From an optimization exercise on the open Yosys and OpenROAD flow, aimed at small area, a short achievable clock period and few clock cycles per item; shortcuts taken in it are not production practice.

==> run M: inputs <==
## averaged_current_sense
module averaged_current_sense (
  input  wire logic                            clk,
  input  wire logic                            rst,
  input  wire logic                            s_valid,
  output logic                                 s_ready,
  input  wire logic [acs_pkg::CH_W-1:0]        s_channel,
  input  wire logic                            s_kind,
  input  wire logic [acs_pkg::SAMPLE_BITS-1:0] s_sample,
  output logic                                 r_valid,
  input  wire logic                            r_ready,
  output logic [acs_pkg::CH_W-1:0]             r_channel,
  output logic                                 r_kind,
  output logic [acs_pkg::SAMPLE_BITS-1:0]      r_average,
  output logic [acs_pkg::MA_W-1:0]             r_current_ma,
  input  wire logic                            cfg_we,
  input  wire logic [acs_pkg::CFG_IDX_W-1:0]   cfg_index,
  input  wire logic [acs_pkg::CFG_W-1:0]       cfg_data
);
make LEC_CHECK=0 ABC_CLOCK_PERIOD_IN_PS=3500 CAP_MARGIN=20 CORE_MARGIN=2 CORE_UTILIZATION=40 SETUP_SLACK_MARGIN=4.7 SLEW_MARGIN=20 finish   # period 8.5 ns
run.sh (not shown) runs the stock make flow with config.mk's settings and CLKGATE_MAP_FILE= SYNTH_SCRIPT=/design/flow/synth_recipe.tcl, a recipe that flattens the netlist after the stock synthesis.
==> run Z (differences from run M) <==
--- a/flow/design.v
+++ b/flow/design.v
@@ -30,11 +30,11 @@
 `default_nettype wire
 `default_nettype none
 module acs_queue (
   input  wire logic                            clk,
   input  wire logic                            rst,
-  input  wire logic                            hold,
+  input  wire logic                            stall,
   input  wire logic                            s_valid,
   output logic                                 s_ready,
   input  wire logic [acs_pkg::CH_W-1:0]        s_channel,
   input  wire logic                            s_kind,
   input  wire logic [acs_pkg::SAMPLE_BITS-1:0] s_sample,
@@ -52,24 +52,24 @@
   assign take    = s_valid && !sk_valid;
   always_ff @(posedge clk) begin
     if (rst) begin
       sk_valid <= 1'b0;
       in_valid <= 1'b0;
-    end else if (hold) begin
+    end else if (stall) begin
       if (take) sk_valid <= 1'b1;
     end else begin
       in_valid <= sk_valid || take;
       sk_valid <= 1'b0;
     end
   end
   always_ff @(posedge clk) begin
-    if (hold && take) begin
+    if (stall && take) begin
       sk_ch     <= s_channel;
       sk_kind   <= s_kind;
       sk_sample <= s_sample;
     end
-    if (!hold) begin
+    if (!stall) begin
       in_ch     <= sk_valid ? sk_ch     : s_channel;
       in_kind   <= sk_valid ? sk_kind   : s_kind;
       in_sample <= sk_valid ? sk_sample : s_sample;
     end
   end
@@ -77,11 +77,11 @@
 `default_nettype wire
 `default_nettype none
 module acs_front (
   input  wire logic                            clk,
   input  wire logic                            rst,
-  input  wire logic                            hold,      
+  input  wire logic                            stall,
   input  wire logic [acs_pkg::CNT_W-1:0]       meas_lim,
   input  wire logic [acs_pkg::CNT_W-1:0]       cal_lim,
   input  wire logic                            in_valid,
   input  wire logic [acs_pkg::CH_W-1:0]        in_ch,
   input  wire logic                            in_kind,
@@ -114,11 +114,11 @@
       for (int i = 0; i < acs_pkg::CHANNELS; i++) begin
         run_sum[i]  <= '0;
         run_len[i]  <= '0;
         run_kind[i] <= 1'b0;
       end
-    end else if (in_valid && !hold) begin
+    end else if (in_valid && !stall) begin
       run_kind[in_ch] <= in_kind;
       if (done) begin
         run_sum[in_ch] <= '0;
         run_len[in_ch] <= '0;
       end else begin
@@ -127,25 +127,23 @@
       end
     end
   end
   always_ff @(posedge clk) begin
     if (rst) j_valid <= 1'b0;
-    else if (!hold) j_valid <= in_valid && done;
-    if (!hold) begin
+    else if (!stall) j_valid <= in_valid && done;
+    if (!stall) begin
       j_ch   <= in_ch;
       j_kind <= in_kind;
       j_sum  <= sum_next;
       j_len  <= len_next;
     end
   end
 endmodule
 `default_nettype wire
 `default_nettype none
 module acs_back #(
-  parameter int SB = 5,     
-  parameter int SK = 4,     
-  parameter int LK = 1      
+  parameter int K = 3
 ) (
   input  wire logic                        clk,
   input  wire logic                        rst,
   input  wire logic                        stall,
   input  wire logic [acs_pkg::DB_W-1:0]    deadband,
@@ -153,98 +151,44 @@
   input  wire logic                        j_valid,
   input  wire logic [acs_pkg::CH_W-1:0]    j_ch,
   input  wire logic                        j_kind,
   input  wire logic [acs_pkg::SUM_W-1:0]   j_sum,
   input  wire logic [acs_pkg::LEN_W-1:0]   j_len,
-  output logic                             j_free,    
   output logic                             r_valid,
   output logic [acs_pkg::CH_W-1:0]         r_channel,
   output logic                             r_kind,
   output logic [acs_pkg::SAMPLE_BITS-1:0]  r_average,
   output logic [acs_pkg::MA_W-1:0]         r_current_ma
 );
   localparam int QB = acs_pkg::SAMPLE_BITS;    
+  localparam int RB = acs_pkg::LEN_W - 1;      
   localparam int LW = acs_pkg::LEN_W;
-  localparam int RB = LW - 1;                  
-  localparam int SR = SB - 1;                  
-  localparam int NS = QB / SK;                 
-  localparam int NL = QB / LK;                 
-  localparam int CW = $clog2(NL + 1);
-  logic j_small;
-  assign j_small = j_len[LW-1:SB-1] == '0 || j_len == LW'(1 << (SB - 1));
-  logic          l_busy;
-  logic [CW-1:0] l_count;
-  logic [RB-1:0] l_rem;
-  logic [QB-1:0] l_q;
-  logic [LW-1:0] l_len;
-  logic [acs_pkg::CH_W-1:0] l_ch;
-  logic          l_kind;
-  logic          l_start;
-  logic          l_done;
-  logic [RB-1:0] l_rem_n;
-  logic [QB-1:0] l_q_n;
-  assign l_start = !stall && !l_busy && j_valid && !j_small;
-  assign l_done  = l_busy && l_count == CW'(NL);
-  assign j_free  = !stall && (!l_busy || !j_valid);
-  always_comb begin
-    logic [RB:0] trial;
-    logic        fits;
-    l_rem_n = l_rem;
-    l_q_n   = l_q;
-    for (int j = 0; j < LK; j++) begin
-      trial   = {l_rem_n, l_q_n[QB-1]};
-      fits    = trial >= {1'b0, l_len};
-      l_rem_n = fits ? RB'(trial - {1'b0, l_len}) : trial[RB-1:0];
-      l_q_n   = {l_q_n[QB-2:0], fits};
-    end
-  end
-  always_ff @(posedge clk) begin
-    if (rst) begin
-      l_busy <= 1'b0;
-    end else if (!stall) begin
-      if (l_start) l_busy <= 1'b1;
-      else if (l_done) l_busy <= 1'b0;
-    end
-    if (!stall) begin
-      if (l_start) begin
-        l_count <= '0;
-        l_rem   <= j_sum[acs_pkg::SUM_W-1:QB];
-        l_q     <= j_sum[QB-1:0];
-        l_len   <= j_len;
-        l_ch    <= j_ch;
-        l_kind  <= j_kind;
-      end else if (l_busy && !l_done) begin
-        l_count <= l_count + CW'(1);
-        l_rem   <= l_rem_n;
-        l_q     <= l_q_n;
-      end
-    end
-  end
+  localparam int NS = QB / K;                  
   logic            dv  [NS+1];
   logic [acs_pkg::CH_W-1:0] dch [NS+1];
   logic            dk  [NS+1];
-  logic [SR-1:0]   drem[NS+1];
+  logic [RB-1:0]   drem[NS+1];
   logic [QB-1:0]   dq  [NS+1];
-  logic [SB-1:0]   dlen[NS+1];
-  assign dv[0]   = j_valid && j_small && !l_busy;
+  logic [LW-1:0]   dlen[NS+1];
+  assign dv[0]   = j_valid;
   assign dch[0]  = j_ch;
   assign dk[0]   = j_kind;
-  assign drem[0] = j_sum[QB+SR-1:QB];
+  assign drem[0] = j_sum[acs_pkg::SUM_W-1:QB];
   assign dq[0]   = j_sum[QB-1:0];
-  assign dlen[0] = j_len[SB-1:0];
+  assign dlen[0] = j_len;
   for (genvar s = 0; s < NS; s++) begin : g_div
-    logic [SR-1:0] rem;
+    logic [RB-1:0] rem;
     logic [QB-1:0] q;
-    logic [SR:0]   trial;
+    logic [RB:0]   trial;
     logic          fits;
     always_comb begin
       rem = drem[s];
       q   = dq[s];
-      for (int j = 0; j < SK; j++) begin
+      for (int j = 0; j < K; j++) begin
         trial = {rem, q[QB-1]};
-        fits  = trial >= dlen[s];
-        rem   = fits ? SR'(trial - dlen[s]) : trial[SR-1:0];
+        fits  = trial >= {1'b0, dlen[s]};
+        rem   = fits ? RB'(trial - {1'b0, dlen[s]}) : trial[RB-1:0];
         q     = {q[QB-2:0], fits};
       end
     end
     if (s < NS - 1) begin : g_reg
       always_ff @(posedge clk) begin
@@ -274,15 +218,15 @@
   logic [acs_pkg::SAMPLE_BITS-1:0] zero_offset [acs_pkg::CHANNELS];
   logic [acs_pkg::SAMPLE_BITS-1:0] off;
   logic [acs_pkg::SAMPLE_BITS-1:0] corrected;
   always_ff @(posedge clk) begin
     if (rst) p1_valid <= 1'b0;
-    else if (!stall) p1_valid <= dv[NS] || l_done;
+    else if (!stall) p1_valid <= dv[NS];
     if (!stall) begin
-      p1_ch   <= l_done ? l_ch   : dch[NS];
-      p1_kind <= l_done ? l_kind : dk[NS];
-      p1_avg  <= l_done ? l_q    : dq[NS];
+      p1_ch   <= dch[NS];
+      p1_kind <= dk[NS];
+      p1_avg  <= dq[NS];
     end
   end
   assign off       = zero_offset[p1_ch];
   assign corrected = (p1_avg > off) ? p1_avg - off : '0;
   always_ff @(posedge clk) begin
@@ -290,62 +234,41 @@
       for (int i = 0; i < acs_pkg::CHANNELS; i++) zero_offset[i] <= '0;
     end else if (!stall && p1_valid && p1_kind) begin
       zero_offset[p1_ch] <= p1_avg;
     end
   end
-  localparam int HW = acs_pkg::SAMPLE_BITS + 8;
   logic                            p2_valid;
   logic [acs_pkg::CH_W-1:0]        p2_ch;
   logic                            p2_kind;
   logic [acs_pkg::SAMPLE_BITS-1:0] p2_avg;
-  logic                            p2_pass;
   logic [acs_pkg::SAMPLE_BITS-1:0] p2_corr;
-  logic [HW-1:0]                   prod_hi;
-  logic [HW-1:0]                   prod_lo;
+  logic                            p2_pass;
+  logic [acs_pkg::PROD_W-1:0]      product;
+  logic [acs_pkg::MA_W-1:0]        ma;
   always_ff @(posedge clk) begin
     if (rst) p2_valid <= 1'b0;
     else if (!stall) p2_valid <= p1_valid;
     if (!stall) begin
       p2_ch   <= p1_ch;
       p2_kind <= p1_kind;
       p2_avg  <= p1_avg;
-      p2_pass <= !p1_kind && (corrected >= deadband);
       p2_corr <= corrected;
+      p2_pass <= !p1_kind && (corrected >= deadband);
     end
   end
-  assign prod_hi = HW'(p2_corr) * HW'(gain[15:8]);
-  assign prod_lo = HW'(p2_corr) * HW'(gain[7:0]);
-  logic                            p3_valid;
-  logic [acs_pkg::CH_W-1:0]        p3_ch;
-  logic                            p3_kind;
-  logic [acs_pkg::SAMPLE_BITS-1:0] p3_avg;
-  logic                            p3_pass;
-  logic [HW-1:0]                   p3_hi;
-  logic [HW-9:0]                   p3_lo;
-  logic [HW:0]                     scaled;
-  logic [acs_pkg::MA_W-1:0]        ma;
-  always_ff @(posedge clk) begin
-    if (rst) p3_valid <= 1'b0;
-    else if (!stall) p3_valid <= p2_valid;
-    if (!stall) begin
-      p3_ch   <= p2_ch;
-      p3_kind <= p2_kind;
-      p3_avg  <= p2_avg;
-      p3_pass <= p2_pass;
-      p3_hi   <= prod_hi;
-      p3_lo   <= prod_lo[HW-1:8];
-    end
-  end
-  assign scaled = (HW+1)'(p3_hi) + (HW+1)'(p3_lo);
-  assign ma = !p3_pass ? '0 : scaled[HW] ? {acs_pkg::MA_W{1'b1}} : scaled[acs_pkg::MA_W-1:0];
+  assign product = acs_pkg::PROD_W'(p2_corr) * acs_pkg::PROD_W'(gain);
+  assign ma = !p2_pass ? '0 :
+              (product[acs_pkg::PROD_W-1:acs_pkg::Q_FRAC] >
+               (acs_pkg::PROD_W-acs_pkg::Q_FRAC)'({acs_pkg::MA_W{1'b1}})) ? {acs_pkg::MA_W{1'b1}} :
+              product[acs_pkg::Q_FRAC+acs_pkg::MA_W-1:acs_pkg::Q_FRAC];
   always_ff @(posedge clk) begin
     if (rst) r_valid <= 1'b0;
-    else if (!stall) r_valid <= p3_valid;
+    else if (!stall) r_valid <= p2_valid;
     if (!stall) begin
-      r_channel    <= p3_ch;
-      r_kind       <= p3_kind;
-      r_average    <= p3_avg;
+      r_channel    <= p2_ch;
+      r_kind       <= p2_kind;
+      r_average    <= p2_avg;
       r_current_ma <= ma;
     end
   end
 endmodule
 `default_nettype wire
@@ -386,40 +309,36 @@
         default:                      gain     <= cfg_data[acs_pkg::GAIN_W-1:0];
       endcase
     end
   end
   logic stall;
-  logic j_free;
-  logic hold;
   assign stall = r_valid && !r_ready;
-  assign hold  = !j_free;
   logic                            in_valid;
   logic [acs_pkg::CH_W-1:0]        in_ch;
   logic                            in_kind;
   logic [acs_pkg::SAMPLE_BITS-1:0] in_sample;
   acs_queue u_queue (
-    .clk(clk), .rst(rst), .hold(hold),
+    .clk(clk), .rst(rst), .stall(stall),
     .s_valid(s_valid), .s_ready(s_ready), .s_channel(s_channel),
     .s_kind(s_kind), .s_sample(s_sample),
     .in_valid(in_valid), .in_ch(in_ch), .in_kind(in_kind), .in_sample(in_sample)
   );
   logic                        j_valid;
   logic [acs_pkg::CH_W-1:0]    j_ch;
   logic                        j_kind;
   logic [acs_pkg::SUM_W-1:0]   j_sum;
   logic [acs_pkg::LEN_W-1:0]   j_len;
   acs_front u_front (
-    .clk(clk), .rst(rst), .hold(hold),
+    .clk(clk), .rst(rst), .stall(stall),
     .meas_lim(meas_lim), .cal_lim(cal_lim),
     .in_valid(in_valid), .in_ch(in_ch), .in_kind(in_kind), .in_sample(in_sample),
     .j_valid(j_valid), .j_ch(j_ch), .j_kind(j_kind), .j_sum(j_sum), .j_len(j_len)
   );
   acs_back u_back (
     .clk(clk), .rst(rst), .stall(stall),
     .deadband(deadband), .gain(gain),
     .j_valid(j_valid), .j_ch(j_ch), .j_kind(j_kind), .j_sum(j_sum), .j_len(j_len),
-    .j_free(j_free),
     .r_valid(r_valid), .r_channel(r_channel), .r_kind(r_kind),
     .r_average(r_average), .r_current_ma(r_current_ma)
   );
 endmodule
 `default_nettype wire
- ABC_CLOCK_PERIOD_IN_PS: 3500 -> 4000
- SETUP_SLACK_MARGIN: 4.7 -> 4.0
==> run E (differences from run M) <==
- ABC_CLOCK_PERIOD_IN_PS: 3500 -> 4000
- SETUP_SLACK_MARGIN: 4.7 -> 4.0
==> results.txt <==
Number of cells produced by synthesis: run E 2653; run M 2653; run Z 2898
Metal1 wirelength: run E 31000 um; run M 32100 um; run Z 34500 um
Placed instance area: run E 33000 um^2; run M 33400 um^2; run Z 34600 um^2
Post-CTS setup buffers: run E 145; run M 152; run Z 168
Outcome: run E timing/DRC/antenna clean; run M timing/DRC/antenna clean; run Z timing/DRC/antenna clean
Share of synthesized area occupied by flip-flops and latches: run E 0.488; run M 0.488; run Z 0.443
Filler Cell Count: run E 6662; run M 6497; run Z 6897
Fin crit share: run E 0.710; run M 0.703; run Z 0.717
Worst Setup EP: run E u_back.drem[2][1]; run M u_back.drem[2][1]; run Z u_back.drem[3][8]
Area of the mapped netlist: run E 30800 um^2; run M 30800 um^2; run Z 32000 um^2
Wire length of the first global-routing pass: run E 114000 um; run M 118000 um; run Z 127000 um
Num CTS Buffers: run E 59; run M 57; run Z 54
Share of the core filled with cells in the final layout: run E 0.493; run M 0.514; run Z 0.505
Fin worst setup slack: run E 2470 ps; run M 2520 ps; run Z 2400 ps
Proportion of cell area occupied by multi-input gates: run E 0.415; run M 0.428; run Z 0.461
Critical path depth: run E 31; run M 32; run Z 26
Final non-filler cell total: run E 3974; run M 4006; run Z 4281
Area fraction in and, or, nand and nor cells after synthesis: run E 0.133; run M 0.133; run Z 0.131
Yosys cell types: run E 70; run M 70; run Z 67
Worst r2r path cells: run E 31; run M 32; run Z 26
Cts repair resizes: run E 125; run M 203; run Z 218
Layout clock area frac: run E 0.0524; run M 0.0466; run Z 0.0435
Largest stage delay on the critical path: run E 500 ps; run M 460 ps; run Z 430 ps
Via count of the first global-routing pass: run E 21434; run M 21470; run Z 23719
No run of this note included a check of the RTL's function; only the layout flow was run.

---

==> 12-24: inputs <==
Another version of the RTL of averaged_current_sense (not shown whole).
==> flow/config.mk <==
export PLATFORM = sky130hd
export DESIGN_NAME = averaged_current_sense
export DESIGN_NICKNAME = averaged_current_sense
export VERILOG_FILES = /design/flow/design.v
export SDC_FILE = /design/flow/constraint.sdc
export NUM_CORES = 4
export LEC_CHECK = 0
export ABC_CLOCK_PERIOD_IN_PS = 3200
export CAP_MARGIN = 20
export CORE_MARGIN = 2
export CORE_UTILIZATION = 40
export SETUP_SLACK_MARGIN = 5.0
export SLEW_MARGIN = 20
==> flow/constraint.sdc <==
create_clock -name core_clock -period 8.5 [get_ports {clk}]
set_input_delay 1.7000 -clock core_clock [delete_from_list [all_inputs] [get_ports {clk}]]
set_output_delay 1.7000 -clock core_clock [all_outputs]
set_load 0.01 [all_outputs]
standard.sh (not shown) runs the stock make flow with config.mk's settings and CLKGATE_MAP_FILE= SYNTH_SCRIPT=/design/flow/synth_recipe.tcl, a recipe that flattens the netlist after the stock synthesis.
==> flow/flow/run.sh <==
#!/bin/bash
# The standard layout, with buf_2 port buffers and resizing not held to a cell's footprint.
bash standard.sh MATCH_CELL_FOOTPRINT=0 "BUFFER_PORTS_ARGS=-buffer_cell sky130_fd_sc_hd__buf_2" finish > standard.log 2>&1
==> 07-02: changes against 12-24 <==
--- a/flow/design.v
+++ b/flow/design.v
@@ -45,31 +45,24 @@
 );
   logic                            sk_valid;
   logic [acs_pkg::CH_W-1:0]        sk_ch;
   logic                            sk_kind;
   logic [acs_pkg::SAMPLE_BITS-1:0] sk_sample;
   logic                            take;
-  logic                            ready_q;    
-  assign s_ready  = ready_q;
+  assign s_ready  = !sk_valid;
   assign take     = s_valid && !sk_valid;
   assign n_valid  = sk_valid || take;
   assign n_ch     = sk_valid ? sk_ch     : s_channel;
   assign n_kind   = sk_valid ? sk_kind   : s_kind;
   assign n_sample = sk_valid ? sk_sample : s_sample;
   always_ff @(posedge clk) begin
-    if (rst) begin
-      sk_valid <= 1'b0;
-      ready_q  <= 1'b1;
-    end else if (hold) begin
-      if (take) begin
-        sk_valid <= 1'b1;
-        ready_q  <= 1'b0;
-      end
+    if (rst) sk_valid <= 1'b0;
+    else if (hold) begin
+      if (take) sk_valid <= 1'b1;
     end else begin
       sk_valid <= 1'b0;
-      ready_q  <= 1'b1;
     end
     if (hold && take) begin
       sk_ch     <= s_channel;
       sk_kind   <= s_kind;
       sk_sample <= s_sample;
     end
@@ -99,39 +92,29 @@
   logic [acs_pkg::CNT_W-1:0] run_len  [acs_pkg::CHANNELS];
   logic                      run_kind [acs_pkg::CHANNELS];
   logic                            in_valid;
   logic [acs_pkg::CH_W-1:0]        in_ch;
   logic                            in_kind;
   logic [acs_pkg::SAMPLE_BITS-1:0] in_sample;
-  logic                            in_restart;    
   logic                      restart;
   logic [acs_pkg::SUM_W-1:0] base_sum;
   logic [acs_pkg::CNT_W-1:0] base_len;
   logic [acs_pkg::SUM_W-1:0] sum_next;
   logic [acs_pkg::LEN_W-1:0] len_next;
   logic                      done;
-  logic fwd;
-  logic n_busy;
-  logic n_run_kind;
-  always_comb begin
-    fwd        = in_valid && (n_ch == in_ch);
-    n_busy     = fwd ? !done   : (run_len[n_ch] != '0);
-    n_run_kind = fwd ? in_kind : run_kind[n_ch];
-  end
   always_ff @(posedge clk) begin
     if (rst) in_valid <= 1'b0;
     else if (!hold) in_valid <= n_valid;
     if (!hold) begin
-      in_ch      <= n_ch;
-      in_kind    <= n_kind;
-      in_sample  <= n_sample;
-      in_restart <= n_busy && (n_run_kind != n_kind);
+      in_ch     <= n_ch;
+      in_kind   <= n_kind;
+      in_sample <= n_sample;
     end
   end
   always_comb begin
-    restart  = in_restart;
+    restart  = (run_len[in_ch] != '0) && (run_kind[in_ch] != in_kind);
     base_sum = restart ? '0 : run_sum[in_ch];
     base_len = restart ? '0 : run_len[in_ch];
     sum_next = base_sum + acs_pkg::SUM_W'(in_sample);
     len_next = acs_pkg::LEN_W'(base_len) + acs_pkg::LEN_W'(1);
     done     = base_len >= (in_kind ? cal_lim : meas_lim);
   end
@@ -316,24 +299,12 @@
       p1_kind <= l_last ? j_kind  : dk[NS];
       p1_avg  <= l_last ? l_q_n   : dq[NS];
     end
   end
   assign off       = zero_offset[p1_ch];
   assign corrected = (p1_avg > off) ? p1_avg - off : '0;
-  localparam int TW = acs_pkg::SAMPLE_BITS + 2;
-  logic [TW-1:0] t_a, t_b, t_c, t_x, t_y, t_diff;
-  logic          p1_pass;
-  always_comb begin
-    t_a    = TW'(p1_avg);
-    t_b    = ~(TW'(off));
-    t_c    = ~(TW'(deadband));
-    t_x    = t_a ^ t_b ^ t_c;
-    t_y    = {((t_a & t_b) | (t_a & t_c) | (t_b & t_c)), 1'b1};
-    t_diff = t_x - ~t_y;
-    p1_pass = !p1_kind && ((deadband == '0) || ((p1_avg > off) && !t_diff[TW-1]));
-  end
   always_ff @(posedge clk) begin
     if (rst) begin
       for (int i = 0; i < acs_pkg::CHANNELS; i++) zero_offset[i] <= '0;
     end else if (!stall && p1_valid && p1_kind) begin
       zero_offset[p1_ch] <= p1_avg;
     end
@@ -350,13 +321,13 @@
     if (rst) p2_valid <= 1'b0;
     else if (!stall) p2_valid <= p1_valid;
     if (!stall) begin
       p2_ch   <= p1_ch;
       p2_kind <= p1_kind;
       p2_avg  <= p1_avg;
-      p2_pass <= p1_pass;
+      p2_pass <= !p1_kind && (corrected >= deadband);
       p2_corr <= corrected;
     end
   end
   logic [PW-1:0] row_a;
   logic [PW-1:0] row_b;
   logic [FW:0]   low_sum;
==> flow/run.sh (new file) <==
#!/bin/bash
# synth_recipe.tcl (not shown) runs the flow's synth.tcl, then flattens the netlist and writes it again
# the make line also repeats each setting of config.mk as NAME=value (left out here)
make -C /OpenROAD-flow-scripts/flow DESIGN_CONFIG=/design/flow/config.mk WORK_HOME=/design/flow/orfs CLKGATE_MAP_FILE= SYNTH_SCRIPT=/design/flow/synth_recipe.tcl finish
- ABC_CLOCK_PERIOD_IN_PS: 3200 -> 3500
- CTS_BUF_LIST: not set -> sky130_fd_sc_hd__clkbuf_4 sky130_fd_sc_hd__clkbuf_8
- SETUP_SLACK_MARGIN: 5.0 -> 4.7
removed: flow/flow/run.sh
removed: flow/standard.sh
==> notes <==
In 12-24 the flip-flop and latch count is higher than in 07-02, by 2. Register-to-register slack: 12-24 is higher than 07-02 (590 ps). Against 12-24, the utilization of 07-02 is higher by 2.9 points. In 07-02 the first-iteration DRC count is higher than in 12-24, by about 5%. Routed wire length is about the same in 07-02 and 12-24.
==> figures <==
	12-24	07-02
Outcome	complete, no violations	complete, no violations
Iter 0 DRT Violations	1030	1082
GR met3 Demand/Resource	0.03407	0.03100
Iteration count of the initial detailed-routing pass	6	5
Total of plain and repair buffers excluding clock buffers	199	225
Share of cell area taken by multi-input logic gates	0.3839	0.3802
Tap cell count	756	748
Endpoint of the worst hold path	u_back.dq[2][10]$_DFFE_PN_	u_back.r_average[8]$_DFFE_PN_
Actual transition at the worst max-transition pin	985.8 ps	1008 ps
Nets@finish	2242	2305
Post-DR vias/cell	5.334	5.250
No run of this note included a check of the RTL's function; only the layout flow was run.

what the ideal ports hide:
Ports are ideal in the flow. The routed layouts listed here were re-timed in OpenROAD. Step 1, drivers: a clkbuf_16 drives clk and a buf_2 each remaining input, both assumed. Step 2, shift: input delay + t, output delay - t, t = (earliest + latest rising clock arrival at the registers) / 2. This alone moves slack from input paths to output paths. a / b / c = ideal / step 1 / step 2; a / b = the first two.
run | t, ns | setup WS [ns] | worst hold slack (ns) | cell pins on the clock port's net
run M | 0.688 | 2.522 / 2.522 / 2.522 | 0.416 / 0.416 / 0.416 | 1
run Z | 0.674 | 2.402 / 2.402 / 2.402 | 0.406 / 0.406 / 0.406 | 1
run E | 0.695 | 2.469 / 2.469 / 2.469 | 0.416 / 0.416 / 0.416 | 1
12-24 | 0.603 | 4.769 / 4.769 / 4.410 | 0.415 / 0.415 / 0.415 | 1
07-02 | 0.704 | 4.179 / 4.179 / 4.141 | 0.417 / 0.417 / 0.417 | 1
After both steps setup and hold are still met in every run listed. The setup slack of 12-24, which loses most, moves by 0.000 ns with the drivers and by -0.359 ns with both steps.
